Background: an optimization exercise with open tools, aiming at small area. Do not read the settings as production practice.
Function was checked by simulation only, so behaviour that the tests miss may differ from the original.

<file path="design/flow/flow/run.sh">
#!/bin/bash
# Standard synthesis and layout (standard.sh), with faster port buffers than the
# resizer's default pick, and power recovery (downsizing of gates off the critical
# paths) after global routing.
set -euo pipefail
export BUFFER_PORTS_ARGS="-buffer_cell sky130_fd_sc_hd__buf_2"
export RECOVER_POWER=100
bash standard.sh synth > synth.log 2>&1
bash standard.sh finish > layout.log 2>&1
</file>
<file path="design/flow/config.mk">
export PLATFORM = sky130hd
export DESIGN_NAME = muldiv_unit
export DESIGN_NICKNAME = muldiv_unit
export VERILOG_FILES = /design/flow/design.v
export SDC_FILE = /design/flow/constraint.sdc
export NUM_CORES = 4
export LEC_CHECK = 0
export CAP_MARGIN = 20
export CORE_MARGIN = 2
export CORE_UTILIZATION = 65
export CTS_BUF_LIST = sky130_fd_sc_hd__clkbuf_8
export SLEW_MARGIN = 20
</file>
<file path="design/flow/constraint.sdc">
create_clock -name core_clock -period 10.5 [get_ports {clk}]
set_input_delay 2.1000 -clock core_clock [delete_from_list [all_inputs] [get_ports {clk}]]
set_output_delay 2.1000 -clock core_clock [all_outputs]
set_load 0.01 [all_outputs]
</file>
<file path="design/flow/design.v">
module muldiv_unit #(
    parameter int unsigned MUL_CYCLES = 2,
    parameter int unsigned DIV_ITERS  = 32
) (
    input  logic        clk,
    input  logic        rst,
    input  logic        start,
    input  logic [1:0]  op,
    input  logic        flush,
    input  logic [31:0] srca,
    input  logic [31:0] srcb,
    output logic        stall,
    output logic        busy,
    output logic        done,
    output logic [31:0] hi,
    output logic [31:0] lo
);
    logic        act_q;           
    logic [5:0]  cnt_q;           
    logic [33:0] h_q;             
    logic [31:0] l_q;             
    logic        is_div, is_signed;
    logic [5:0]  ph;
    logic        sa, sb;
    logic [35:0] xa;              
    logic [32:0] bm;              
    logic        bzero;
    logic        ph0, div_abs, div_end, div_last;
    logic        p0_q, e33_q, e34_q;    
    assign is_div    = op[1];
    assign is_signed = ~op[0];
    assign ph        = act_q ? cnt_q : 6'd0;
    assign ph0       = ~act_q;
    assign sa        = is_signed & srca[31];
    assign sb        = is_signed & srcb[31];
    assign xa        = {sa, sa, sa, sa, srca};
    assign bm        = {sb, srcb};
    assign bzero     = (srcb == 32'd0);
    assign div_abs   = act_q & p0_q;
    assign div_end   = act_q & e33_q;
    assign div_last  = div_q & act_q & e34_q;
    function automatic logic [2:0] booth(input logic [2:0] x);
        booth[0] = x[1] ^ x[0];                                             
        booth[1] = (x[2] & ~x[1] & ~x[0]) | (~x[2] & x[1] & x[0]);           
        booth[2] = x[2];                                                    
    endfunction
    logic [12:0] xw0, xwn;
    logic [17:0] enc0, encn, enc_q;
    logic        div_q;           
    logic        sa_q, sb_q;      
    assign xw0 = {xa[11:0], 1'b0};
    assign xwn = ph0 ? xa[23:11] : xa[35:23];
    always_comb begin
        for (int j = 0; j < 6; j++) begin
            enc0[3*j +: 3] = booth(xw0[2*j +: 3]);
            encn[3*j +: 3] = is_div ? 3'b000 : booth(xwn[2*j +: 3]);
        end
    end
    logic [5:0] rone, rtwo, rsgn, rneg;
    always_comb begin
        for (int j = 0; j < 6; j++) begin
            rone[j] = ph0 ? enc0[3*j]   : enc_q[3*j];
            rtwo[j] = ph0 ? enc0[3*j+1] : enc_q[3*j+1];
            rsgn[j] = ph0 ? enc0[3*j+2] : enc_q[3*j+2];
        end
        if (~ph0 & div_q) begin
            rone[0] = ~div_last & ~div_abs;
            rtwo[0] = div_last & h_q[33];
            rsgn[0] = div_last ? (sb_q ^ sa_q) : ~(h_q[33] ^ sb_q);
        end
        for (int j = 0; j < 6; j++) rneg[j] = rsgn[j] | ~(rone[j] | rtwo[j]);
    end
    logic [33:0] ppx0, ppx1, ppx2, ppx3, ppx4, ppx5;
    logic [34:0] bv;
    logic [34:0] cx [6];
    logic [33:0] px [6];
    assign bv = {bm[32], bm, 1'b0};
    always_comb begin
        for (int j = 0; j < 6; j++) begin
            cx[j] = ~(bv ^ {35{rsgn[j]}});
            px[j] = ~(({34{rone[j]}} & cx[j][34:1]) | ({34{rtwo[j]}} & cx[j][33:0]));
        end
    end
    assign ppx0 = px[0];
    assign ppx1 = px[1];
    assign ppx2 = px[2];
    assign ppx3 = px[3];
    assign ppx4 = px[4];
    assign ppx5 = px[5];
    logic [33:0] acc;
    logic        cin;
    assign cin = div_q & sa_q & (div_abs | div_last);
    assign acc = (ph0 ? 34'd0 : h_q) ^ {34{cin}};
    logic [45:0] cpa_a, cpa_b, t;
    logic s1;
    logic c2;
    logic s3;
    logic c4;
    logic s5;
    logic c6;
    logic s7;
    logic c8;
    logic s9;
    logic c10;
    logic s11;
    logic c12;
    logic s13;
    logic c14;
    logic s15;
    logic c16;
    logic s17;
    logic c18;
    logic s19;
    logic c20;
    logic s21;
    logic c22;
    logic s23;
    logic c24;
    logic s25;
    logic c26;
    logic s27;
    logic c28;
    logic s29;
    logic c30;
    logic s31;
    logic c32;
    logic s33;
    logic c34;
    logic s35;
    logic c36;
    logic s37;
    logic c38;
    logic s39;
    logic c40;
    logic s41;
    logic c42;
    logic s43;
    logic c44;
    logic s45;
    logic c46;
    logic s47;
    logic c48;
    logic s49;
    logic c50;
    logic s51;
    logic c52;
    logic s53;
    logic c54;
    logic s55;
    logic c56;
    logic s57;
    logic c58;
    logic s59;
    logic c60;
    logic s61;
    logic c62;
    logic s63;
    logic c64;
    logic s65;
    logic c66;
    logic s67;
    logic c68;
    logic s69;
    logic c70;
    logic s71;
    logic c72;
    logic s73;
    logic c74;
    logic s75;
    logic c76;
    logic s77;
    logic c78;
    logic s79;
    logic c80;
    logic s81;
    logic c82;
    logic s83;
    logic c84;
    logic s85;
    logic c86;
    logic s87;
    logic c88;
    logic s89;
    logic c90;
    logic s91;
    logic c92;
    logic s93;
    logic c94;
    logic s95;
    logic c96;
    logic s97;
    logic c98;
    logic s99;
    logic c100;
    logic s101;
    logic c102;
    logic s103;
    logic c104;
    logic s105;
    logic c106;
    logic s107;
    logic c108;
    logic s109;
    logic c110;
    logic s111;
    logic c112;
    logic s113;
    logic c114;
    logic s115;
    logic c116;
    logic s117;
    logic c118;
    logic s119;
    logic c120;
    logic s121;
    logic c122;
    logic s123;
    logic c124;
    logic s125;
    logic c126;
    logic s127;
    logic c128;
    logic s129;
    logic c130;
    logic s131;
    logic c132;
    logic s133;
    logic c134;
    logic s135;
    logic c136;
    logic s137;
    logic c138;
    logic s139;
    logic c140;
    logic s141;
    logic c142;
    logic s143;
    logic c144;
    logic s145;
    logic c146;
    logic s147;
    logic c148;
    logic s149;
    logic c150;
    logic s151;
    logic c152;
    logic s153;
    logic c154;
    logic s155;
    logic c156;
    logic s157;
    logic c158;
    logic s159;
    logic c160;
    logic s161;
    logic c162;
    logic s163;
    logic c164;
    logic s165;
    logic c166;
    logic s167;
    logic c168;
    logic s169;
    logic c170;
    logic s171;
    logic c172;
    logic s173;
    logic c174;
    logic s175;
    logic c176;
    logic s177;
    logic c178;
    logic s179;
    logic c180;
    logic s181;
    logic c182;
    logic s183;
    logic c184;
    logic s185;
    logic c186;
    logic s187;
    logic c188;
    logic s189;
    logic c190;
    logic s191;
    logic c192;
    logic s193;
    logic c194;
    logic s195;
    logic c196;
    logic s197;
    logic c198;
    logic s199;
    logic c200;
    logic s201;
    logic c202;
    logic s203;
    logic c204;
    logic s205;
    logic c206;
    logic s207;
    logic c208;
    logic s209;
    logic c210;
    logic s211;
    logic c212;
    logic s213;
    logic c214;
    logic s215;
    logic c216;
    logic s217;
    logic c218;
    logic s219;
    logic c220;
    logic s221;
    logic c222;
    logic s223;
    logic c224;
    logic s225;
    logic c226;
    logic s227;
    logic c228;
    logic s229;
    logic c230;
    logic s231;
    logic c232;
    logic s233;
    logic c234;
    logic s235;
    logic c236;
    logic s237;
    logic c238;
    logic s239;
    logic c240;
    logic s241;
    logic c242;
    logic s243;
    logic c244;
    logic s245;
    logic c246;
    logic s247;
    logic c248;
    logic s249;
    logic c250;
    logic s251;
    logic c252;
    logic s253;
    logic c254;
    logic s255;
    logic c256;
    logic s257;
    logic c258;
    logic s259;
    logic c260;
    logic s261;
    logic c262;
    logic s263;
    logic c264;
    logic s265;
    logic c266;
    logic s267;
    logic c268;
    logic s269;
    logic c270;
    logic s271;
    logic c272;
    logic s273;
    logic c274;
    logic s275;
    logic c276;
    logic s277;
    logic c278;
    logic s279;
    logic c280;
    logic s281;
    logic c282;
    logic s283;
    logic c284;
    logic s285;
    logic c286;
    logic s287;
    logic c288;
    logic s289;
    logic c290;
    logic s291;
    logic c292;
    logic s293;
    logic c294;
    logic s295;
    logic c296;
    logic s297;
    logic c298;
    logic s299;
    logic c300;
    logic s301;
    logic c302;
    logic s303;
    logic c304;
    logic s305;
    logic c306;
    logic s307;
    logic c308;
    logic s309;
    logic c310;
    logic s311;
    logic c312;
    logic s313;
    logic c314;
    logic s315;
    logic c316;
    logic s317;
    logic c318;
    logic s319;
    logic c320;
    logic s321;
    logic c322;
    logic s323;
    logic c324;
    logic s325;
    logic c326;
    logic s327;
    logic c328;
    logic s329;
    logic c330;
    logic s331;
    logic c332;
    logic s333;
    logic c334;
    logic s335;
    logic c336;
    logic s337;
    logic c338;
    logic s339;
    logic c340;
    logic s341;
    logic c342;
    logic s343;
    logic c344;
    logic s345;
    logic c346;
    logic s347;
    logic c348;
    logic s349;
    logic c350;
    logic s351;
    logic c352;
    logic s353;
    logic c354;
    logic s355;
    logic c356;
    logic s357;
    logic c358;
    logic s359;
    logic c360;
    logic s361;
    logic c362;
    logic s363;
    logic c364;
    logic s365;
    logic c366;
    logic s367;
    logic c368;
    logic s369;
    logic c370;
    logic s371;
    logic c372;
    logic s373;
    logic c374;
    logic s375;
    logic c376;
    logic s377;
    logic c378;
    logic s379;
    logic c380;
    logic s381;
    logic c382;
    logic s383;
    logic c384;
    logic s385;
    logic c386;
    logic s387;
    logic c388;
    logic s389;
    logic c390;
    logic s391;
    logic c392;
    logic s393;
    logic c394;
    logic s395;
    logic c396;
    logic s397;
    logic c398;
    assign s1 = acc[8] ^ ppx0[8] ^ ppx1[6];
    assign c2 = (acc[8] & ppx0[8]) | (ppx1[6] & (acc[8] ^ ppx0[8]));
    assign s3 = acc[9] ^ ppx0[9] ^ ppx1[7];
    assign c4 = (acc[9] & ppx0[9]) | (ppx1[7] & (acc[9] ^ ppx0[9]));
    assign s5 = acc[10] ^ ppx0[10] ^ ppx1[8];
    assign c6 = (acc[10] & ppx0[10]) | (ppx1[8] & (acc[10] ^ ppx0[10]));
    assign s7 = ppx2[6] ^ ppx3[4] ^ ppx4[2];
    assign c8 = (ppx2[6] & ppx3[4]) | (ppx4[2] & (ppx2[6] ^ ppx3[4]));
    assign s9 = acc[11] ^ ppx0[11] ^ ppx1[9];
    assign c10 = (acc[11] & ppx0[11]) | (ppx1[9] & (acc[11] ^ ppx0[11]));
    assign s11 = ppx2[7] ^ ppx3[5] ^ ppx4[3];
    assign c12 = (ppx2[7] & ppx3[5]) | (ppx4[3] & (ppx2[7] ^ ppx3[5]));
    assign s13 = acc[12] ^ ppx0[12] ^ ppx1[10];
    assign c14 = (acc[12] & ppx0[12]) | (ppx1[10] & (acc[12] ^ ppx0[12]));
    assign s15 = ppx2[8] ^ ppx3[6] ^ ppx4[4];
    assign c16 = (ppx2[8] & ppx3[6]) | (ppx4[4] & (ppx2[8] ^ ppx3[6]));
    assign s17 = acc[13] ^ ppx0[13] ^ ppx1[11];
    assign c18 = (acc[13] & ppx0[13]) | (ppx1[11] & (acc[13] ^ ppx0[13]));
    assign s19 = ppx2[9] ^ ppx3[7] ^ ppx4[5];
    assign c20 = (ppx2[9] & ppx3[7]) | (ppx4[5] & (ppx2[9] ^ ppx3[7]));
    assign s21 = acc[14] ^ ppx0[14] ^ ppx1[12];
    assign c22 = (acc[14] & ppx0[14]) | (ppx1[12] & (acc[14] ^ ppx0[14]));
    assign s23 = ppx2[10] ^ ppx3[8] ^ ppx4[6];
    assign c24 = (ppx2[10] & ppx3[8]) | (ppx4[6] & (ppx2[10] ^ ppx3[8]));
    assign s25 = acc[15] ^ ppx0[15] ^ ppx1[13];
    assign c26 = (acc[15] & ppx0[15]) | (ppx1[13] & (acc[15] ^ ppx0[15]));
    assign s27 = ppx2[11] ^ ppx3[9] ^ ppx4[7];
    assign c28 = (ppx2[11] & ppx3[9]) | (ppx4[7] & (ppx2[11] ^ ppx3[9]));
    assign s29 = acc[16] ^ ppx0[16] ^ ppx1[14];
    assign c30 = (acc[16] & ppx0[16]) | (ppx1[14] & (acc[16] ^ ppx0[16]));
    assign s31 = ppx2[12] ^ ppx3[10] ^ ppx4[8];
    assign c32 = (ppx2[12] & ppx3[10]) | (ppx4[8] & (ppx2[12] ^ ppx3[10]));
    assign s33 = acc[17] ^ ppx0[17] ^ ppx1[15];
    assign c34 = (acc[17] & ppx0[17]) | (ppx1[15] & (acc[17] ^ ppx0[17]));
    assign s35 = ppx2[13] ^ ppx3[11] ^ ppx4[9];
    assign c36 = (ppx2[13] & ppx3[11]) | (ppx4[9] & (ppx2[13] ^ ppx3[11]));
    assign s37 = acc[18] ^ ppx0[18] ^ ppx1[16];
    assign c38 = (acc[18] & ppx0[18]) | (ppx1[16] & (acc[18] ^ ppx0[18]));
    assign s39 = ppx2[14] ^ ppx3[12] ^ ppx4[10];
    assign c40 = (ppx2[14] & ppx3[12]) | (ppx4[10] & (ppx2[14] ^ ppx3[12]));
    assign s41 = acc[19] ^ ppx0[19] ^ ppx1[17];
    assign c42 = (acc[19] & ppx0[19]) | (ppx1[17] & (acc[19] ^ ppx0[19]));
    assign s43 = ppx2[15] ^ ppx3[13] ^ ppx4[11];
    assign c44 = (ppx2[15] & ppx3[13]) | (ppx4[11] & (ppx2[15] ^ ppx3[13]));
    assign s45 = acc[20] ^ ppx0[20] ^ ppx1[18];
    assign c46 = (acc[20] & ppx0[20]) | (ppx1[18] & (acc[20] ^ ppx0[20]));
    assign s47 = ppx2[16] ^ ppx3[14] ^ ppx4[12];
    assign c48 = (ppx2[16] & ppx3[14]) | (ppx4[12] & (ppx2[16] ^ ppx3[14]));
    assign s49 = acc[21] ^ ppx0[21] ^ ppx1[19];
    assign c50 = (acc[21] & ppx0[21]) | (ppx1[19] & (acc[21] ^ ppx0[21]));
    assign s51 = ppx2[17] ^ ppx3[15] ^ ppx4[13];
    assign c52 = (ppx2[17] & ppx3[15]) | (ppx4[13] & (ppx2[17] ^ ppx3[15]));
    assign s53 = acc[22] ^ ppx0[22] ^ ppx1[20];
    assign c54 = (acc[22] & ppx0[22]) | (ppx1[20] & (acc[22] ^ ppx0[22]));
    assign s55 = ppx2[18] ^ ppx3[16] ^ ppx4[14];
    assign c56 = (ppx2[18] & ppx3[16]) | (ppx4[14] & (ppx2[18] ^ ppx3[16]));
    assign s57 = acc[23] ^ ppx0[23] ^ ppx1[21];
    assign c58 = (acc[23] & ppx0[23]) | (ppx1[21] & (acc[23] ^ ppx0[23]));
    assign s59 = ppx2[19] ^ ppx3[17] ^ ppx4[15];
    assign c60 = (ppx2[19] & ppx3[17]) | (ppx4[15] & (ppx2[19] ^ ppx3[17]));
    assign s61 = acc[24] ^ ppx0[24] ^ ppx1[22];
    assign c62 = (acc[24] & ppx0[24]) | (ppx1[22] & (acc[24] ^ ppx0[24]));
    assign s63 = ppx2[20] ^ ppx3[18] ^ ppx4[16];
    assign c64 = (ppx2[20] & ppx3[18]) | (ppx4[16] & (ppx2[20] ^ ppx3[18]));
    assign s65 = acc[25] ^ ppx0[25] ^ ppx1[23];
    assign c66 = (acc[25] & ppx0[25]) | (ppx1[23] & (acc[25] ^ ppx0[25]));
    assign s67 = ppx2[21] ^ ppx3[19] ^ ppx4[17];
    assign c68 = (ppx2[21] & ppx3[19]) | (ppx4[17] & (ppx2[21] ^ ppx3[19]));
    assign s69 = acc[26] ^ ppx0[26] ^ ppx1[24];
    assign c70 = (acc[26] & ppx0[26]) | (ppx1[24] & (acc[26] ^ ppx0[26]));
    assign s71 = ppx2[22] ^ ppx3[20] ^ ppx4[18];
    assign c72 = (ppx2[22] & ppx3[20]) | (ppx4[18] & (ppx2[22] ^ ppx3[20]));
    assign s73 = acc[27] ^ ppx0[27] ^ ppx1[25];
    assign c74 = (acc[27] & ppx0[27]) | (ppx1[25] & (acc[27] ^ ppx0[27]));
    assign s75 = ppx2[23] ^ ppx3[21] ^ ppx4[19];
    assign c76 = (ppx2[23] & ppx3[21]) | (ppx4[19] & (ppx2[23] ^ ppx3[21]));
    assign s77 = acc[28] ^ ppx0[28] ^ ppx1[26];
    assign c78 = (acc[28] & ppx0[28]) | (ppx1[26] & (acc[28] ^ ppx0[28]));
    assign s79 = ppx2[24] ^ ppx3[22] ^ ppx4[20];
    assign c80 = (ppx2[24] & ppx3[22]) | (ppx4[20] & (ppx2[24] ^ ppx3[22]));
    assign s81 = acc[29] ^ ppx0[29] ^ ppx1[27];
    assign c82 = (acc[29] & ppx0[29]) | (ppx1[27] & (acc[29] ^ ppx0[29]));
    assign s83 = ppx2[25] ^ ppx3[23] ^ ppx4[21];
    assign c84 = (ppx2[25] & ppx3[23]) | (ppx4[21] & (ppx2[25] ^ ppx3[23]));
    assign s85 = acc[30] ^ ppx0[30] ^ ppx1[28];
    assign c86 = (acc[30] & ppx0[30]) | (ppx1[28] & (acc[30] ^ ppx0[30]));
    assign s87 = ppx2[26] ^ ppx3[24] ^ ppx4[22];
    assign c88 = (ppx2[26] & ppx3[24]) | (ppx4[22] & (ppx2[26] ^ ppx3[24]));
    assign s89 = acc[31] ^ ppx0[31] ^ ppx1[29];
    assign c90 = (acc[31] & ppx0[31]) | (ppx1[29] & (acc[31] ^ ppx0[31]));
    assign s91 = ppx2[27] ^ ppx3[25] ^ ppx4[23];
    assign c92 = (ppx2[27] & ppx3[25]) | (ppx4[23] & (ppx2[27] ^ ppx3[25]));
    assign s93 = acc[32] ^ ppx0[32] ^ ppx1[30];
    assign c94 = (acc[32] & ppx0[32]) | (ppx1[30] & (acc[32] ^ ppx0[32]));
    assign s95 = ppx2[28] ^ ppx3[26] ^ ppx4[24];
    assign c96 = (ppx2[28] & ppx3[26]) | (ppx4[24] & (ppx2[28] ^ ppx3[26]));
    assign s97 = ~acc[33] ^ ~ppx0[33] ^ ppx1[31];
    assign c98 = (~acc[33] & ~ppx0[33]) | (ppx1[31] & (~acc[33] ^ ~ppx0[33]));
    assign s99 = ppx2[29] ^ ppx3[27] ^ ppx4[25];
    assign c100 = (ppx2[29] & ppx3[27]) | (ppx4[25] & (ppx2[29] ^ ppx3[27]));
    assign s101 = ppx1[32] ^ ppx2[30] ^ ppx3[28];
    assign c102 = (ppx1[32] & ppx2[30]) | (ppx3[28] & (ppx1[32] ^ ppx2[30]));
    assign s103 = acc[4] ^ ppx0[4] ^ ppx1[2];
    assign c104 = (acc[4] & ppx0[4]) | (ppx1[2] & (acc[4] ^ ppx0[4]));
    assign s105 = acc[5] ^ ppx0[5] ^ ppx1[3];
    assign c106 = (acc[5] & ppx0[5]) | (ppx1[3] & (acc[5] ^ ppx0[5]));
    assign s107 = acc[6] ^ ppx0[6] ^ ppx1[4];
    assign c108 = (acc[6] & ppx0[6]) | (ppx1[4] & (acc[6] ^ ppx0[6]));
    assign s109 = ppx2[2] ^ ppx3[0] ^ rneg[3];
    assign c110 = (ppx2[2] & ppx3[0]) | (rneg[3] & (ppx2[2] ^ ppx3[0]));
    assign s111 = acc[7] ^ ppx0[7] ^ ppx1[5];
    assign c112 = (acc[7] & ppx0[7]) | (ppx1[5] & (acc[7] ^ ppx0[7]));
    assign s113 = ppx2[3] ^ ppx3[1];
    assign c114 = ppx2[3] & ppx3[1];
    assign s115 = s1 ^ ppx2[4] ^ ppx3[2];
    assign c116 = (s1 & ppx2[4]) | (ppx3[2] & (s1 ^ ppx2[4]));
    assign s117 = ppx4[0] ^ rneg[4];
    assign c118 = ppx4[0] & rneg[4];
    assign s119 = c2 ^ s3 ^ ppx2[5];
    assign c120 = (c2 & s3) | (ppx2[5] & (c2 ^ s3));
    assign s121 = ppx3[3] ^ ppx4[1];
    assign c122 = ppx3[3] & ppx4[1];
    assign s123 = c4 ^ s5 ^ s7;
    assign c124 = (c4 & s5) | (s7 & (c4 ^ s5));
    assign s125 = ppx5[0] ^ rneg[5];
    assign c126 = ppx5[0] & rneg[5];
    assign s127 = c6 ^ c8 ^ s9;
    assign c128 = (c6 & c8) | (s9 & (c6 ^ c8));
    assign s129 = s11 ^ ppx5[1];
    assign c130 = s11 & ppx5[1];
    assign s131 = c10 ^ c12 ^ s13;
    assign c132 = (c10 & c12) | (s13 & (c10 ^ c12));
    assign s133 = s15 ^ ppx5[2];
    assign c134 = s15 & ppx5[2];
    assign s135 = c14 ^ c16 ^ s17;
    assign c136 = (c14 & c16) | (s17 & (c14 ^ c16));
    assign s137 = s19 ^ ppx5[3];
    assign c138 = s19 & ppx5[3];
    assign s139 = c18 ^ c20 ^ s21;
    assign c140 = (c18 & c20) | (s21 & (c18 ^ c20));
    assign s141 = s23 ^ ppx5[4];
    assign c142 = s23 & ppx5[4];
    assign s143 = c22 ^ c24 ^ s25;
    assign c144 = (c22 & c24) | (s25 & (c22 ^ c24));
    assign s145 = s27 ^ ppx5[5];
    assign c146 = s27 & ppx5[5];
    assign s147 = c26 ^ c28 ^ s29;
    assign c148 = (c26 & c28) | (s29 & (c26 ^ c28));
    assign s149 = s31 ^ ppx5[6];
    assign c150 = s31 & ppx5[6];
    assign s151 = c30 ^ c32 ^ s33;
    assign c152 = (c30 & c32) | (s33 & (c30 ^ c32));
    assign s153 = s35 ^ ppx5[7];
    assign c154 = s35 & ppx5[7];
    assign s155 = c34 ^ c36 ^ s37;
    assign c156 = (c34 & c36) | (s37 & (c34 ^ c36));
    assign s157 = s39 ^ ppx5[8];
    assign c158 = s39 & ppx5[8];
    assign s159 = c38 ^ c40 ^ s41;
    assign c160 = (c38 & c40) | (s41 & (c38 ^ c40));
    assign s161 = s43 ^ ppx5[9];
    assign c162 = s43 & ppx5[9];
    assign s163 = c42 ^ c44 ^ s45;
    assign c164 = (c42 & c44) | (s45 & (c42 ^ c44));
    assign s165 = s47 ^ ppx5[10];
    assign c166 = s47 & ppx5[10];
    assign s167 = c46 ^ c48 ^ s49;
    assign c168 = (c46 & c48) | (s49 & (c46 ^ c48));
    assign s169 = s51 ^ ppx5[11];
    assign c170 = s51 & ppx5[11];
    assign s171 = c50 ^ c52 ^ s53;
    assign c172 = (c50 & c52) | (s53 & (c50 ^ c52));
    assign s173 = s55 ^ ppx5[12];
    assign c174 = s55 & ppx5[12];
    assign s175 = c54 ^ c56 ^ s57;
    assign c176 = (c54 & c56) | (s57 & (c54 ^ c56));
    assign s177 = s59 ^ ppx5[13];
    assign c178 = s59 & ppx5[13];
    assign s179 = c58 ^ c60 ^ s61;
    assign c180 = (c58 & c60) | (s61 & (c58 ^ c60));
    assign s181 = s63 ^ ppx5[14];
    assign c182 = s63 & ppx5[14];
    assign s183 = c62 ^ c64 ^ s65;
    assign c184 = (c62 & c64) | (s65 & (c62 ^ c64));
    assign s185 = s67 ^ ppx5[15];
    assign c186 = s67 & ppx5[15];
    assign s187 = c66 ^ c68 ^ s69;
    assign c188 = (c66 & c68) | (s69 & (c66 ^ c68));
    assign s189 = s71 ^ ppx5[16];
    assign c190 = s71 & ppx5[16];
    assign s191 = c70 ^ c72 ^ s73;
    assign c192 = (c70 & c72) | (s73 & (c70 ^ c72));
    assign s193 = s75 ^ ppx5[17];
    assign c194 = s75 & ppx5[17];
    assign s195 = c74 ^ c76 ^ s77;
    assign c196 = (c74 & c76) | (s77 & (c74 ^ c76));
    assign s197 = s79 ^ ppx5[18];
    assign c198 = s79 & ppx5[18];
    assign s199 = c78 ^ c80 ^ s81;
    assign c200 = (c78 & c80) | (s81 & (c78 ^ c80));
    assign s201 = s83 ^ ppx5[19];
    assign c202 = s83 & ppx5[19];
    assign s203 = c82 ^ c84 ^ s85;
    assign c204 = (c82 & c84) | (s85 & (c82 ^ c84));
    assign s205 = s87 ^ ppx5[20];
    assign c206 = s87 & ppx5[20];
    assign s207 = c86 ^ c88 ^ s89;
    assign c208 = (c86 & c88) | (s89 & (c86 ^ c88));
    assign s209 = s91 ^ ppx5[21];
    assign c210 = s91 & ppx5[21];
    assign s211 = c90 ^ c92 ^ s93;
    assign c212 = (c90 & c92) | (s93 & (c90 ^ c92));
    assign s213 = s95 ^ ppx5[22];
    assign c214 = s95 & ppx5[22];
    assign s215 = c94 ^ c96 ^ s97;
    assign c216 = (c94 & c96) | (s97 & (c94 ^ c96));
    assign s217 = s99 ^ ppx5[23];
    assign c218 = s99 & ppx5[23];
    assign s219 = c98 ^ c100 ^ s101;
    assign c220 = (c98 & c100) | (s101 & (c98 ^ c100));
    assign s221 = ppx4[26] ^ ppx5[24] ^ 1'b1;
    assign c222 = (ppx4[26] & ppx5[24]) | (1'b1 & (ppx4[26] ^ ppx5[24]));
    assign s223 = c102 ^ ~ppx1[33] ^ ppx2[31];
    assign c224 = (c102 & ~ppx1[33]) | (ppx2[31] & (c102 ^ ~ppx1[33]));
    assign s225 = ppx3[29] ^ ppx4[27] ^ ppx5[25];
    assign c226 = (ppx3[29] & ppx4[27]) | (ppx5[25] & (ppx3[29] ^ ppx4[27]));
    assign s227 = ppx2[32] ^ ppx3[30] ^ ppx4[28];
    assign c228 = (ppx2[32] & ppx3[30]) | (ppx4[28] & (ppx2[32] ^ ppx3[30]));
    assign s229 = ppx5[26] ^ 1'b1;
    assign c230 = ppx5[26] & 1'b1;
    assign s231 = ~ppx2[33] ^ ppx3[31] ^ ppx4[29];
    assign c232 = (~ppx2[33] & ppx3[31]) | (ppx4[29] & (~ppx2[33] ^ ppx3[31]));
    assign s233 = ppx3[32] ^ ppx4[30] ^ ppx5[28];
    assign c234 = (ppx3[32] & ppx4[30]) | (ppx5[28] & (ppx3[32] ^ ppx4[30]));
    assign s235 = acc[0] ^ ppx0[0] ^ rneg[0];
    assign c236 = (acc[0] & ppx0[0]) | (rneg[0] & (acc[0] ^ ppx0[0]));
    assign s237 = acc[2] ^ ppx0[2] ^ ppx1[0];
    assign c238 = (acc[2] & ppx0[2]) | (ppx1[0] & (acc[2] ^ ppx0[2]));
    assign s239 = acc[3] ^ ppx0[3] ^ ppx1[1];
    assign c240 = (acc[3] & ppx0[3]) | (ppx1[1] & (acc[3] ^ ppx0[3]));
    assign s241 = s103 ^ ppx2[0] ^ rneg[2];
    assign c242 = (s103 & ppx2[0]) | (rneg[2] & (s103 ^ ppx2[0]));
    assign s243 = c104 ^ s105 ^ ppx2[1];
    assign c244 = (c104 & s105) | (ppx2[1] & (c104 ^ s105));
    assign s245 = c106 ^ s107 ^ s109;
    assign c246 = (c106 & s107) | (s109 & (c106 ^ s107));
    assign s247 = c108 ^ c110 ^ s111;
    assign c248 = (c108 & c110) | (s111 & (c108 ^ c110));
    assign s249 = c112 ^ c114 ^ s115;
    assign c250 = (c112 & c114) | (s115 & (c112 ^ c114));
    assign s251 = c116 ^ c118 ^ s119;
    assign c252 = (c116 & c118) | (s119 & (c116 ^ c118));
    assign s253 = c120 ^ c122 ^ s123;
    assign c254 = (c120 & c122) | (s123 & (c120 ^ c122));
    assign s255 = c124 ^ c126 ^ s127;
    assign c256 = (c124 & c126) | (s127 & (c124 ^ c126));
    assign s257 = c128 ^ c130 ^ s131;
    assign c258 = (c128 & c130) | (s131 & (c128 ^ c130));
    assign s259 = c132 ^ c134 ^ s135;
    assign c260 = (c132 & c134) | (s135 & (c132 ^ c134));
    assign s261 = c136 ^ c138 ^ s139;
    assign c262 = (c136 & c138) | (s139 & (c136 ^ c138));
    assign s263 = c140 ^ c142 ^ s143;
    assign c264 = (c140 & c142) | (s143 & (c140 ^ c142));
    assign s265 = c144 ^ c146 ^ s147;
    assign c266 = (c144 & c146) | (s147 & (c144 ^ c146));
    assign s267 = c148 ^ c150 ^ s151;
    assign c268 = (c148 & c150) | (s151 & (c148 ^ c150));
    assign s269 = c152 ^ c154 ^ s155;
    assign c270 = (c152 & c154) | (s155 & (c152 ^ c154));
    assign s271 = c156 ^ c158 ^ s159;
    assign c272 = (c156 & c158) | (s159 & (c156 ^ c158));
    assign s273 = c160 ^ c162 ^ s163;
    assign c274 = (c160 & c162) | (s163 & (c160 ^ c162));
    assign s275 = c164 ^ c166 ^ s167;
    assign c276 = (c164 & c166) | (s167 & (c164 ^ c166));
    assign s277 = c168 ^ c170 ^ s171;
    assign c278 = (c168 & c170) | (s171 & (c168 ^ c170));
    assign s279 = c172 ^ c174 ^ s175;
    assign c280 = (c172 & c174) | (s175 & (c172 ^ c174));
    assign s281 = c176 ^ c178 ^ s179;
    assign c282 = (c176 & c178) | (s179 & (c176 ^ c178));
    assign s283 = c180 ^ c182 ^ s183;
    assign c284 = (c180 & c182) | (s183 & (c180 ^ c182));
    assign s285 = c184 ^ c186 ^ s187;
    assign c286 = (c184 & c186) | (s187 & (c184 ^ c186));
    assign s287 = c188 ^ c190 ^ s191;
    assign c288 = (c188 & c190) | (s191 & (c188 ^ c190));
    assign s289 = c192 ^ c194 ^ s195;
    assign c290 = (c192 & c194) | (s195 & (c192 ^ c194));
    assign s291 = c196 ^ c198 ^ s199;
    assign c292 = (c196 & c198) | (s199 & (c196 ^ c198));
    assign s293 = c200 ^ c202 ^ s203;
    assign c294 = (c200 & c202) | (s203 & (c200 ^ c202));
    assign s295 = c204 ^ c206 ^ s207;
    assign c296 = (c204 & c206) | (s207 & (c204 ^ c206));
    assign s297 = c208 ^ c210 ^ s211;
    assign c298 = (c208 & c210) | (s211 & (c208 ^ c210));
    assign s299 = c212 ^ c214 ^ s215;
    assign c300 = (c212 & c214) | (s215 & (c212 ^ c214));
    assign s301 = c216 ^ c218 ^ s219;
    assign c302 = (c216 & c218) | (s219 & (c216 ^ c218));
    assign s303 = c220 ^ c222 ^ s223;
    assign c304 = (c220 & c222) | (s223 & (c220 ^ c222));
    assign s305 = c224 ^ c226 ^ s227;
    assign c306 = (c224 & c226) | (s227 & (c224 ^ c226));
    assign s307 = c228 ^ c230 ^ s231;
    assign c308 = (c228 & c230) | (s231 & (c228 ^ c230));
    assign s309 = c232 ^ s233 ^ 1'b1;
    assign c310 = (c232 & s233) | (1'b1 & (c232 ^ s233));
    assign s311 = c234 ^ ~ppx3[33] ^ ppx4[31];
    assign c312 = (c234 & ~ppx3[33]) | (ppx4[31] & (c234 ^ ~ppx3[33]));
    assign s313 = ppx4[32] ^ ppx5[30] ^ 1'b1;
    assign c314 = (ppx4[32] & ppx5[30]) | (1'b1 & (ppx4[32] ^ ppx5[30]));
    assign s315 = c236 ^ acc[1] ^ ppx0[1];
    assign c316 = (c236 & acc[1]) | (ppx0[1] & (c236 ^ acc[1]));
    assign s317 = s237 ^ rneg[1];
    assign c318 = s237 & rneg[1];
    assign s319 = c238 ^ s239;
    assign c320 = c238 & s239;
    assign s321 = c240 ^ s241;
    assign c322 = c240 & s241;
    assign s323 = c242 ^ s243;
    assign c324 = c242 & s243;
    assign s325 = c244 ^ s245;
    assign c326 = c244 & s245;
    assign s327 = c246 ^ s247 ^ s113;
    assign c328 = (c246 & s247) | (s113 & (c246 ^ s247));
    assign s329 = c248 ^ s249 ^ s117;
    assign c330 = (c248 & s249) | (s117 & (c248 ^ s249));
    assign s331 = c250 ^ s251 ^ s121;
    assign c332 = (c250 & s251) | (s121 & (c250 ^ s251));
    assign s333 = c252 ^ s253 ^ s125;
    assign c334 = (c252 & s253) | (s125 & (c252 ^ s253));
    assign s335 = c254 ^ s255 ^ s129;
    assign c336 = (c254 & s255) | (s129 & (c254 ^ s255));
    assign s337 = c256 ^ s257 ^ s133;
    assign c338 = (c256 & s257) | (s133 & (c256 ^ s257));
    assign s339 = c258 ^ s259 ^ s137;
    assign c340 = (c258 & s259) | (s137 & (c258 ^ s259));
    assign s341 = c260 ^ s261 ^ s141;
    assign c342 = (c260 & s261) | (s141 & (c260 ^ s261));
    assign s343 = c262 ^ s263 ^ s145;
    assign c344 = (c262 & s263) | (s145 & (c262 ^ s263));
    assign s345 = c264 ^ s265 ^ s149;
    assign c346 = (c264 & s265) | (s149 & (c264 ^ s265));
    assign s347 = c266 ^ s267 ^ s153;
    assign c348 = (c266 & s267) | (s153 & (c266 ^ s267));
    assign s349 = c268 ^ s269 ^ s157;
    assign c350 = (c268 & s269) | (s157 & (c268 ^ s269));
    assign s351 = c270 ^ s271 ^ s161;
    assign c352 = (c270 & s271) | (s161 & (c270 ^ s271));
    assign s353 = c272 ^ s273 ^ s165;
    assign c354 = (c272 & s273) | (s165 & (c272 ^ s273));
    assign s355 = c274 ^ s275 ^ s169;
    assign c356 = (c274 & s275) | (s169 & (c274 ^ s275));
    assign s357 = c276 ^ s277 ^ s173;
    assign c358 = (c276 & s277) | (s173 & (c276 ^ s277));
    assign s359 = c278 ^ s279 ^ s177;
    assign c360 = (c278 & s279) | (s177 & (c278 ^ s279));
    assign s361 = c280 ^ s281 ^ s181;
    assign c362 = (c280 & s281) | (s181 & (c280 ^ s281));
    assign s363 = c282 ^ s283 ^ s185;
    assign c364 = (c282 & s283) | (s185 & (c282 ^ s283));
    assign s365 = c284 ^ s285 ^ s189;
    assign c366 = (c284 & s285) | (s189 & (c284 ^ s285));
    assign s367 = c286 ^ s287 ^ s193;
    assign c368 = (c286 & s287) | (s193 & (c286 ^ s287));
    assign s369 = c288 ^ s289 ^ s197;
    assign c370 = (c288 & s289) | (s197 & (c288 ^ s289));
    assign s371 = c290 ^ s291 ^ s201;
    assign c372 = (c290 & s291) | (s201 & (c290 ^ s291));
    assign s373 = c292 ^ s293 ^ s205;
    assign c374 = (c292 & s293) | (s205 & (c292 ^ s293));
    assign s375 = c294 ^ s295 ^ s209;
    assign c376 = (c294 & s295) | (s209 & (c294 ^ s295));
    assign s377 = c296 ^ s297 ^ s213;
    assign c378 = (c296 & s297) | (s213 & (c296 ^ s297));
    assign s379 = c298 ^ s299 ^ s217;
    assign c380 = (c298 & s299) | (s217 & (c298 ^ s299));
    assign s381 = c300 ^ s301 ^ s221;
    assign c382 = (c300 & s301) | (s221 & (c300 ^ s301));
    assign s383 = c302 ^ s303 ^ s225;
    assign c384 = (c302 & s303) | (s225 & (c302 ^ s303));
    assign s385 = c304 ^ s305 ^ s229;
    assign c386 = (c304 & s305) | (s229 & (c304 ^ s305));
    assign s387 = c306 ^ s307 ^ ppx5[27];
    assign c388 = (c306 & s307) | (ppx5[27] & (c306 ^ s307));
    assign s389 = c308 ^ s309;
    assign c390 = c308 & s309;
    assign s391 = c310 ^ s311 ^ ppx5[29];
    assign c392 = (c310 & s311) | (ppx5[29] & (c310 ^ s311));
    assign s393 = c312 ^ s313;
    assign c394 = c312 & s313;
    assign s395 = c314 ^ ~ppx4[33] ^ ppx5[31];
    assign c396 = (c314 & ~ppx4[33]) | (ppx5[31] & (c314 ^ ~ppx4[33]));
    assign s397 = ppx5[32] ^ 1'b1;
    assign c398 = ppx5[32] & 1'b1;
    assign cpa_a = {1'b1, 1'b1, c398, c396, c394, c392, c390, c388, c386, c384, c382, c380, c378, c376, c374, c372, c370, c368, c366, c364, c362, c360, c358, c356, c354, c352, c350, c348, c346, c344, c342, c340, c338, c336, c334, c332, c330, c328, c326, c324, c322, c320, c318, c316, s315, s235};
    assign cpa_b = {1'b0, 1'b0, ~ppx5[33], s397, s395, s393, s391, s389, s387, s385, s383, s381, s379, s377, s375, s373, s371, s369, s367, s365, s363, s361, s359, s357, s355, s353, s351, s349, s347, s345, s343, s341, s339, s337, s335, s333, s331, s329, s327, s325, s323, s321, s319, s317, 1'b0, cin};
    assign t = cpa_a + cpa_b;
    logic [31:0] q_out, r_out;
    assign r_out = t[32:1];
    logic        qneg;
    logic [31:0] lor;
    assign qneg = is_signed & (srca[31] ^ srcb[31]) & ~bzero;
    always_comb begin
        lor[0] = 1'b0;
        for (int i = 1; i < 32; i++) lor[i] = lor[i-1] | l_q[i-1];
    end
    assign q_out = l_q ^ ({32{qneg}} & lor);
    logic done_c;
    assign done_c = act_q & (is_div ? (cnt_q == 6'd34) : (cnt_q == 6'd2));
    always_ff @(posedge clk) begin
        if (rst) begin
            act_q <= 1'b0;
        end else begin
            act_q <= start & ~flush & ~done_c;
        end
        cnt_q <= act_q ? cnt_q + 6'd1 : 6'd1;
        p0_q  <= ~act_q;
        e33_q <= act_q & (cnt_q == 6'd32);
        e34_q <= act_q & (cnt_q == 6'd33);
        enc_q <= encn;
        div_q <= is_div;
        sa_q  <= sa;
        sb_q  <= sb;
        if (is_div) begin
            if (ph0) begin
                h_q <= {2'b00, srca};
                l_q <= {l_q[30:0], ~t[33]};
            end else if (div_abs) begin
                h_q <= {33'd0, t[31]};
                l_q <= t[31:0];
            end else begin
                h_q <= {t[32:0], div_end ? 1'b0 : l_q[30]};
                l_q <= {l_q[30:0], ~t[33]};
            end
        end else begin
            h_q <= t[45:12];
            l_q <= {t[11:0], l_q[31:12]};
        end
    end
    assign done  = done_c;
    assign busy  = act_q & ~done_c;
    assign stall = start & ~done_c;
    assign hi    = is_div ? r_out : t[39:8];
    assign lo    = is_div ? q_out : {t[7:0], l_q[31:8]};
endmodule
</file>
<file path="design/flow/standard.sh">
#!/bin/bash
# synth_recipe.tcl (not shown) runs the flow's synth.tcl, then flattens the netlist and writes it again
# the make line also repeats each setting of config.mk as NAME=value (left out here)
make -C /OpenROAD-flow-scripts/flow DESIGN_CONFIG=/design/flow/config.mk WORK_HOME=/design/flow/orfs CLKGATE_MAP_FILE= SYNTH_SCRIPT=/design/flow/synth_recipe.tcl "${@:-finish}"
</file>
==> key figures, run 1 <==
Finish
  – Area of the multi-input gates: 0.0131 mm²
  – Register area: 0.00195 mm²
  – Final net count: between 2,000 and 2,500
  – Layout area overhead: 8.72%
  – Antenna diodes: 0
  – Most common cell after layout, fill and taps aside: xnor2_1
  – Share of layout cells above drive strength 1: 0.0949
  – Commonest cells after routing, fill and taps aside: 261 x xnor2_1, 175 x inv_1, 160 x fa_1
  – Util after Layout: 0.720
  – Fill cells: slightly above 2,000

Global route
  – Gr ovfl total: 0
  – Initial antenna violation count: 0
  – Vias in the first global route: ~15,000
  – Total GRT Usage: 0.412
  – Largest net degree at the start of global routing: roughly 110
  – First-pass GRT wire length: between 80,000 and 90,000 µm

Timing
  – Final critical-path required period: between 10 and 15 ns
  – Setup TNS: 0 ns
  – Final critical-path share of the clock period: 0.971
  – Worst Tran Pin Value: approximately 2.1 ns
  – Setup Viol. Count Final: 0
  – Fin. max-slew vios: 45
  – Hold Slack: 0.464 ns
  – Final hold vios: 0
  – Slew HR: -0.390
  – Fmax: ~100 MHz
  – RSZ-0062 raised after global routing: no
  – Max Clock Skew: ~0.014 ns

Clocking
  – Max clock buf depth: 2
  – Cts hold-fix bufs: 0
  – H-tree Lvls: 3
  – Clock transition at the registers of the reported paths: 0.09 ns
  – Root Buffer: clkbuf_8
  – CTS tree: done
  – Worst-Skew Late Latency: 0.38 ns
  – Cts bufs inserted: 9
  – CTS sink count: 97

Synth
  – EDFF count, synth: 0
  – Mapped Cells: 2,006
  – Syn nets: roughly 2,300
  – Library cells used by synthesis: 68
  – Syn avg cell area: ~8.1 µm²
  – Post-synth top flop: dfxtp_1
  – FF+latch count, synth: just under 100
  – FFs w/ async S/R, synth: 0
  – Synth warn: 3
  – Mapped Area: approximately 0.016 mm²
  – Register area share after synthesis: 0.120

Setup path
  – Critical Path RT: approximately 8.4 ns
  – CP max FO: 7
  – WS Path Type: in2out
  – Crit end category: primary output
  – Startpoint types: primary input
  – Critical Path AT: 8.10 ns

Routing
  – Vias per cell: around 6.5
  – Total number of vias: around 15,000
  – Detailed-route wire length per cell: 22.4 µm
  – Initial DRC count: approximately 1,900
  – Post-route ant nets: 0
  – DRT Wirelength: roughly 54,000 µm
  – Residual DRC: 0
  – First-pass detailed-route iteration total: 9

Placement
  – Post-DP HPWL: around 43,000 µm
  – Routability cong.: ~1
  – Port bufs: approximately 140

Run status
  – Status: complete, but fails checks
  – Violated Checks: max-capacitance violations, max-slew violations

Die
  – Core ar.: between 0.02 and 0.025 mm²
  – # IOs: around 140
  – Row cnt: 57
  – Initial core utilization: 0.662
  – Die ar.: approximately 0.026 mm²
  – Die Y: between 150 and 200 µm
  – Die extent in x: between 150 and 200 µm

Hold path
  – Worst min path class: reg2reg

Run
  – Maxcap violations: 1
## metrics by stage
stage	cell area (µm²)	setup WS [ns]	cells
2_1_floorplan	16200	0.490	2006
3_3_place_gp	17300	0.223	2360
3_5_place_dp	17300	0.199	2360
4_1_cts	17500	0.173	2376
5_1_grt	17600	0.000791	2389
6_report	17600	0.304	2389
## final cells by class
class | instances | area share
Clock inverter | 6 | 0.00235
Inverter | 175 | 0.0374
Timing Repair Buffer | 207 | 0.0704
Tap cell | 324 | 0.0231
Multi-Input combinational cell | 1570 | 0.748
Sequential cell | 97 | 0.111
Clock buffer | 10 | 0.00784
## state kept, by name (all words and copies together), names as in the netlist
name / cells
act_q: 1
cnt_q: 6
div_q: 1
e33_q: 1
e34_q: 1
enc_q: 18
h_q: 34
l_q: 32
p0_q: 1
sa_q: 1
sb_q: 1
## path summary, 6_finish.rpt
| path | from | endpoint | slack (ns) | cells past startpoint |
|---|---|---|---|---|
| worst max-delay path | srca[9] | hi[26] | 0.30 | 22 |
| worst min register to register | cnt_q[0] | cnt_q[0] | 0.46 | 1 |
| worst min-delay path | cnt_q[0] | cnt_q[0] | 0.46 | 1 |
| worst max register to register | act_q | h_q[26] | 3.12 | 18 |
## cells in the mapped netlist (4+ instances only)
cell type | instances | area (µm²)
nor2b_1 | 7 | 43.8
ha_1 | 85 | 1060
nand4_1 | 9 | 56.3
a221oi_1 | 8 | 70.1
nor3_1 | 14 | 70.1
mux2_2 | 5 | 56.3
a22o_1 | 4 | 35.0
fa_1 | 160 | 3200
a31oi_1 | 18 | 113
xnor2_1 | 262 | 2290
mux2i_1 | 18 | 180
o21ai_0 | 90 | 450
or4_4 | 4 | 45.0
a211oi_1 | 15 | 113
xor2_1 | 62 | 543
nand2_1 | 159 | 597
o21bai_1 | 12 | 90.1
o21a_1 | 9 | 67.6
o31ai_1 | 8 | 60.1
o22ai_1 | 131 | 820
inv_1 | 173 | 649
o211ai_1 | 7 | 52.6
and3_1 | 7 | 43.8
nor2_1 | 110 | 413
a21oi_1 | 144 | 721
a21o_1 | 33 | 248
clkbuf_1 | 138 | 518
a21boi_0 | 5 | 37.5
dfxtp_1 | 97 | 1940
and2_1 | 13 | 81.3
nand2b_1 | 8 | 50.1
nand3_1 | 17 | 85.1
o22a_1 | 62 | 543
nor4_1 | 14 | 87.6
o2bb2ai_1 | 7 | 61.3
nor3b_1 | 8 | 60.1
or3_1 | 6 | 37.5
buf_1 | 26 | 97.6
## logic make-up after synthesis
logic type	after synthesis	share of synthesized area
AOI/OAI and AO/OA	588	0.236
and+or+nand+nor	390	0.111
buffers and inverters	339	0.0788
xor gates and xnor gates	324	0.176
adders and majority gates	245	0.264
DFF	97	0.120
muxes	23	0.0146
## critical path, cell delays in order
cell      delay, ns
buf_2          0.21
nor2_1         0.10
a21oi_1        0.17
nor2_1         0.07
a21oi_2        0.37
o22ai_1        0.20
fa_1           0.54
fa_1           0.55
inv_1          0.06
fa_1           0.57
fa_1           0.43
ha_1           0.39
nand2_1        0.12
nor4_1         0.36
a211oi_2       0.18
o21a_1         0.26
a221oi_2       0.41
a31o_2         0.21
a21oi_1        0.08
xnor2_1        0.32
a21o_1         0.22
clkbuf_1       0.16
## layer usage
layer	vias up	routed length [µm]	GRT usage
met1	7277	21700	0.581
met3	167	6760	0.0988
met5	-	0	0
met4	0	2040	0.143
met2	1072	23100	0.624
li1	6982	-	-
## repair_timing
item,4_1_cts,5_1_grt
resized for setup,0,12
setup buffers,0,13
setup endpoints to repair,0,10
==> inputs of run 2 (changes only) <==
--- a/design/flow/config.mk
+++ b/design/flow/config.mk
@@ -8,5 +8,5 @@
 export CAP_MARGIN = 20
 export CORE_MARGIN = 2
-export CORE_UTILIZATION = 65
+export CORE_UTILIZATION = 35
 export CTS_BUF_LIST = sky130_fd_sc_hd__clkbuf_8
 export SLEW_MARGIN = 20
==> key figures, run 2 <==
Die
  – Core ar.: about 0.045 mm²
  – Die Y: between 200 and 250 µm
  – # IOs: ~140
  – Die extent in x: about 220 µm
  – Die ar.: approximately 0.048 mm²
  – Row cnt: 78
  – Initial core utilization: 0.355

Synth
  – Post-synth top flop: dfxtp_1
  – Dominant cells by area after synthesis: fa_1 20%, xnor2_1 14%, dfxtp_1 12%
  – FF+latch count, synth: 97
  – Count leader, synth: xnor2_1
  – Top post-synthesis cells by count: 262 x xnor2_1, 173 x inv_1, 160 x fa_1
  – FFs w/ async S/R, synth: 0
  – Synth top area share: 0.198
  – EDFF count, synth: 0
  – Library cells used by synthesis: 68
  – Mapped Cells: 2,006
  – Largest area contributor in the netlist: fa_1
  – Syn nets: about 2,300
  – Syn avg cell area: around 8.1 µm²
  – Synth warn: 3
  – Mapped Area: around 0.016 mm²
  – Register area share after synthesis: 0.120

Finish
  – Max reg flops: 34
  – Share of layout cells above drive strength 1: 0.0903
  – Most common cell after layout, fill and taps aside: xnor2_1
  – Final net count: around 2,400
  – Layout area overhead: 10.1%
  – Largest registers: h_q x34, l_q x32, enc_q x18
  – Commonest cells after routing, fill and taps aside: 262 x xnor2_1, 175 x inv_1, 160 x fa_1
  – Reg with most FFs: h_q
  – Fill cells: 4,794

Timing
  – Setup Viol. Count Final: 0
  – Setup TNS: 0 ns
  – Max Clock Skew: roughly 0.032 ns
  – Slew HR: -1.33
  – Worst Tran Pin Value: 3.49 ns
  – Setup ws final: 0.294 ns
  – RSZ-0062 raised after global routing: no
  – Final critical-path share of the clock period: 0.972
  – Fmax: 98.0 MHz
  – Final critical-path required period: between 10 and 15 ns
  – Fin. max-slew vios: 136
  – Final hold vios: 0

Setup path
  – Crit end category: primary output
  – Worst reg2reg path depth: 19
  – Critical Path AT: 8.11 ns
  – CP max FO: 18
  – Reg2Reg Setup Slack: between 2 and 3 ns
  – Startpoint types: primary input
  – WS Path Type: in2out
  – Critical Path RT: 8.40 ns
  – Reg2reg start: act_q
  – RR Endpoint: h_q[26]

Clocking
  – CTS sink count: between 90 and 100
  – CTS tree: done
  – Worst-Skew Late Latency: around 0.40 ns
  – Cts bufs inserted: 9
  – H-tree Lvls: 3
  – Clock transition at the registers of the reported paths: about 0.10 ns
  – Max clock buf depth: 2
  – Cts hold-fix bufs: 0
  – Root Buffer: clkbuf_8

Routing
  – DRT Wirelength: approximately 59,000 µm
  – Initial DRC count: around 1,400
  – First-pass detailed-route iteration total: 6
  – Vias per cell: between 5 and 6
  – Top Metal Used: met5
  – Post-route ant nets: 0
  – WL met1: around 27,000 µm
  – Metal2 WL: ~25,000 µm
  – WL met3: between 4000 and 5000 µm
  – Detailed-route wire length per cell: roughly 22 µm
  – Residual DRC: 0
  – Total number of vias: approximately 15,000

Run status
  – Status: complete, but fails checks
  – Violated Checks: max-capacitance violations, max-slew violations

Hold path
  – Min-Delay Endpoint: cnt_q[0]
  – HP Start: cnt_q[0]
  – Worst hold path cell count: 1
  – Worst min path class: reg2reg

Global route
  – Initial antenna violation count: 2
  – First-pass GRT wire length: ~90,000 µm
  – Gr ovfl total: 0
  – Largest net degree at the start of global routing: 79
  – Vias in the first global route: about 15,000
  – Total GRT Usage: 0.248

Placement
  – Post-DP HPWL: ~48,000 µm
  – Routability cong.: ~0.95
  – Port bufs: 136
  – Pre-CTS setup slack: ~0.38 ns

Run
  – Maxcap violations: 3
run 2: cell count changes in the layout (fill, tap and decap cells not counted), moves of 2 or more:
cell / before / now
buf_2: 70 / 75
clkinvlp_4: 3 / 0
buf_12: 11 / 8
buf_4: 46 / 40
clkinv_4: 0 / 2
a211oi_2: 2 / 0
clkbuf_1: 75 / 73
a21oi_4: 6 / 3
a211oi_1: 13 / 15
a21oi_2: 6 / 9
run 2: cells by family (layout without fill, tap and decap cells):
group,after synthesis,after routing,synth area share
and+or+nand+nor,390,390,0.111
DFF,97,97,0.120
AOI/OAI and AO/OA,588,588,0.236
adders and majority gates,245,245,0.264
buffers and inverters,339,393,0.0788
muxes,23,23,0.0146
xor gates and xnor gates,324,324,0.176
other,0,1,0
run 2: worst max path at each step:
stage / startpoint / end / slack [ns] / depth (start not counted)
floorplan: srca[3] / hi[30] / 0.49 / 22
global placement: srca[1] / hi[29] / 0.39 / 21
detailed placement: srca[1] / hi[29] / 0.38 / 21
CTS: srca[1] / hi[29] / 0.35 / 21
global route: srca[7] / hi[30] / 0.003 / 23
finish: srca[0] / hi[29] / 0.29 / 19
run 2: critical path, stage by stage:
cell and delay [ns]:
buf_2 0.14, o21ai_2 0.78, o22ai_1 0.25, fa_1 0.55, inv_1 0.06, fa_1 0.52
fa_1 0.60, fa_1 0.44, ha_1 0.39, nand2_1 0.13, o21bai_1 0.08, a211oi_1 0.28
clkbuf_1 0.21, o21a_1 0.18, clkbuf_1 0.20, a21oi_1 0.10, o21bai_1 0.65, mux2i_1 0.24
clkbuf_2 0.19
run 2: layer usage:
layer / global-route usage / vias to the layer above
met4: 0.0529 / 2
met2: 0.379 / 788
met1: 0.369 / 7407
met3: 0.0334 / 96
met5: 0 / -
li1: - / 6969
run 2: cell type report:
cell class,count,area (µm²),area share
antenna,1,2.50,0.000141
clock buffer,10,138,0.00774
clock inverter,6,50.0,0.00281
inverter,175,657,0.0369
multi-input combinational,1570,13100,0.736
sequential,97,1950,0.109
tap,600,751,0.0422
timing repair buffer,202,1150,0.0649
run 2: metrics by stage:
step	hold slack (ns)	std cells	instance area (µm²)	util
2_1_floorplan	0.408	2006	16200	-
3_3_place_gp	0.425	2643	17700	0.390
6_report	0.453	2661	17800	0.391
3_5_place_dp	0.435	2643	17700	0.390
5_1_grt	0.483	2661	17800	0.391
4_1_cts	0.461	2659	17900	0.394
run 2: repair_timing:
item / in CTS / in global routing
setup endpoints to repair: 0 / 7
gates resized for setup: 0 / 3
setup buffers: 0 / 1
==> inputs of run 3 (changes only) <==
--- a/design/flow/config.mk
+++ b/design/flow/config.mk
@@ -8,5 +8,6 @@
 export CAP_MARGIN = 20
 export CORE_MARGIN = 2
-export CORE_UTILIZATION = 35
+export CORE_UTILIZATION = 55
 export CTS_BUF_LIST = sky130_fd_sc_hd__clkbuf_8
+export PLACE_DENSITY = 0.8
 export SLEW_MARGIN = 20
==> key figures, run 3 <==
Placement
  – Pre-CTS setup slack: ~0.21 ns
  – Routability cong.: roughly 0.99
  – Port bufs: roughly 140
  – Inst Count DP: between 2,000 and 2,500
  – Post-DP HPWL: roughly 43,000 µm

Setup path
  – WS Path Type: in2out
  – Critical Path AT: ~8 ns
  – Crit end category: primary output
  – CP max FO: 23
  – Startpoint types: primary input
  – Critical Path RT: about 8.4 ns

Finish
  – Final net count: 2,378
  – Max reg flops: 34
  – Fin cells: between 2,000 and 2,500
  – Antenna diodes: 0
  – Share of layout cells above drive strength 1: 0.110
  – Area of the multi-input gates: approximately 0.013 mm²
  – Fill cells: approximately 2,500
  – Reg with most FFs: h_q
  – Register area: 0.00195 mm²
  – Largest registers: h_q x34, l_q x32, enc_q x18
  – Commonest cells after routing, fill and taps aside: 261 x xnor2_1, 175 x inv_1, 160 x fa_1
  – Most common cell after layout, fill and taps aside: xnor2_1
  – Util after Layout: 0.615
  – Layout area overhead: 9.54%

Global route
  – Largest net degree at the start of global routing: slightly above 100
  – Gr ovfl total: 0
  – Total GRT Usage: 0.347
  – Initial antenna violation count: 0
  – Vias in the first global route: 14,800
  – First-pass GRT wire length: approximately 84,000 µm

Timing
  – Setup Viol. Count Final: 0
  – Setup TNS: 0 ns
  – Fin. max-slew vios: between 40 and 50
  – Max Clock Skew: between 0.015 and 0.02 ns
  – Fmax: around 97 MHz
  – Setup ws final: ~0.22 ns
  – Final critical-path share of the clock period: 0.979
  – Worst Tran Pin Value: approximately 1.9 ns
  – Final hold vios: 0
  – RSZ-0062 raised after global routing: no
  – Slew HR: -0.251
  – Final critical-path required period: a little over 10 ns

Clocking
  – CTS tree: done
  – Max clock buf depth: 2
  – H-tree Lvls: 3
  – Cts bufs inserted: 9
  – Root Buffer: clkbuf_8
  – CTS sink count: 97
  – Clock transition at the registers of the reported paths: 0.10 ns
  – Worst-Skew Late Latency: ~0.4 ns

Synth
  – Top post-synthesis cells by count: 262 x xnor2_1, 173 x inv_1, 160 x fa_1
  – Synth top area share: 0.198
  – Dominant cells by area after synthesis: fa_1 20%, xnor2_1 14%, dfxtp_1 12%
  – FF+latch count, synth: 97
  – Register area share after synthesis: 0.120
  – Post-synth top flop: dfxtp_1
  – Library cells used by synthesis: 68
  – FFs w/ async S/R, synth: 0
  – Synth warn: 3
  – Mapped Cells: between 2,000 and 2,500
  – Syn avg cell area: around 8 µm²
  – Largest area contributor in the netlist: fa_1
  – EDFF count, synth: 0
  – Mapped Area: between 0.015 and 0.02 mm²
  – Syn nets: approximately 2,300
  – Count leader, synth: xnor2_1

Die
  – Die ar.: just over 0.03 mm²
  – Initial core utilization: 0.561
  – Core ar.: between 0.02 and 0.03 mm²
  – Die extent in x: ~180 µm
  – Row cnt: a little over 60
  – Die Y: between 150 and 200 µm
  – # IOs: about 140

Hold path
  – Worst min path class: reg2reg

Run
  – Maxcap violations: 1

Run status
  – Status: complete, but fails checks
  – Violated Checks: max-capacitance violations, max-slew violations

Routing
  – Vias per cell: 6.37
  – Detailed-route wire length per cell: 21.8 µm
  – DRT Wirelength: about 54,000 µm
  – Residual DRC: 0
  – Post-route ant nets: 0
  – Initial DRC count: roughly 2,000
  – First-pass detailed-route iteration total: 8
  – Total number of vias: approximately 16,000
==> run 3: cell types whose count changed in the layout (fill, tap and decap cells not counted), moves of 3 or more <==
| cell | before | now |
|---|---|---|
| buf_4 | 40 | 52 |
| buf_2 | 75 | 105 |
| clkbuf_2 | 3 | 0 |
| and2_1 | 7 | 11 |
| and2_0 | 6 | 2 |
| clkbuf_1 | 73 | 41 |
==> run 3: critical path: stages <==
cell and delay [ns]:
buf_2 0.19, nor2_1 0.07, a21oi_1 0.12, nor2_1 0.08
a21oi_2 0.27, buf_4 0.25, buf_6 0.22, o22ai_1 0.13
fa_1 0.42, inv_1 0.11, fa_1 0.46, fa_1 0.58
fa_1 0.44, ha_1 0.41, a21oi_1 0.22, o21ai_0 0.16
a21o_1 0.21, a211o_1 0.33, nand2_1 0.08, nand3_1 0.12
xnor2_1 0.71, o21ai_0 0.27, buf_2 0.21
==> run 3: cells by family (layout without fill, tap and decap cells) <==
| logic type | count (synthesis) | after routing | share of synthesized area |
|---|---|---|---|
| AO/OA/AOI/OAI | 588 | 588 | 0.236 |
| AND/OR/NAND/NOR | 390 | 390 | 0.111 |
| buffers and inverters | 339 | 401 | 0.0788 |
| XOR/XNOR | 324 | 324 | 0.176 |
| adder cells (fa/ha/maj) | 245 | 245 | 0.264 |
| flip-flops | 97 | 97 | 0.120 |
| multiplexers | 23 | 23 | 0.0146 |
==> run 3: metal layers <==
layer | global-route usage | wire, µm | up-vias
met5 | 0 | 0 | -
met4 | 0.148 | 2490 | 0
met3 | 0.0749 | 6950 | 161
met2 | 0.509 | 22400 | 1092
met1 | 0.493 | 21700 | 7367
li1 | - | - | 6991
==> run 3: path summary, 6_finish.rpt <==
check                              start       end  slack (ns)  depth (start not counted)
worst max-delay path             srca[9]    hi[28]        0.22                         23
worst min-delay path            cnt_q[0]  cnt_q[0]        0.47                          1
worst max register to register     act_q   h_q[30]        3.30                         19
worst min register to register  cnt_q[0]  cnt_q[0]        0.47                          1
==> run 3: layout make-up <==
| type | instances | area share |
|---|---|---|
| Inverter | 175 | 0.0371 |
| Timing Repair Buffer | 210 | 0.0725 |
| Clock inverter | 7 | 0.00573 |
| Sequential cell | 97 | 0.110 |
| Tap cell | 384 | 0.0271 |
| Clock buffer | 9 | 0.00700 |
| Multi-Input combinational cell | 1570 | 0.741 |
==> run 3: metrics by stage <==
step	hold WS [ns]	area, µm²
2_1_floorplan	0.408	16200
4_1_cts	0.478	17600
3_5_place_dp	0.452	17300
6_report	0.475	17700
5_1_grt	0.493	17700
3_3_place_gp	0.429	17300
==> run 3: timing repair <==
action	CTS	global route
setup buffers	0	18
endpoints found under the hold margin	0	0
hold buffers	0	0
resized for setup	0	9
setup endpoints to repair	0	10

## separate check: timing with driven ports
How much do the figures lean on ideal ports? The routed layouts below were timed once more, with nothing changed but the port constraints.
Step 1 (the two cells are an assumption about what drives the block):
set clk [get_ports {clk}]
set_driving_cell -lib_cell sky130_fd_sc_hd__clkbuf_16 $clk
set_driving_cell -lib_cell sky130_fd_sc_hd__buf_2 [delete_from_list [all_inputs] $clk]
Step 2, shift: input delay + t, output delay - t, t = (earliest + latest rising clock arrival at the registers) / 2. This alone moves slack from input paths to output paths.
Slacks: no drivers / after step 1 / after step 2; pairs: no drivers / after step 1.
run	t (ns)	setup WS [ns]	hold slack, ns	worst slew at a driven data input, ns
run 1	0.411	0.304 / 0.277 / 0.277	0.464 / 0.464 / 0.464	0.05
run 2	0.412	0.294 / 0.269 / 0.269	0.453 / 0.453 / 0.453	0.07
run 3	0.416	0.224 / 0.199 / 0.199	0.475 / 0.475 / 0.475	0.06
For run 1, which loses most, drivers alone change the setup slack by -0.027 ns; drivers and shift together by -0.027 ns.
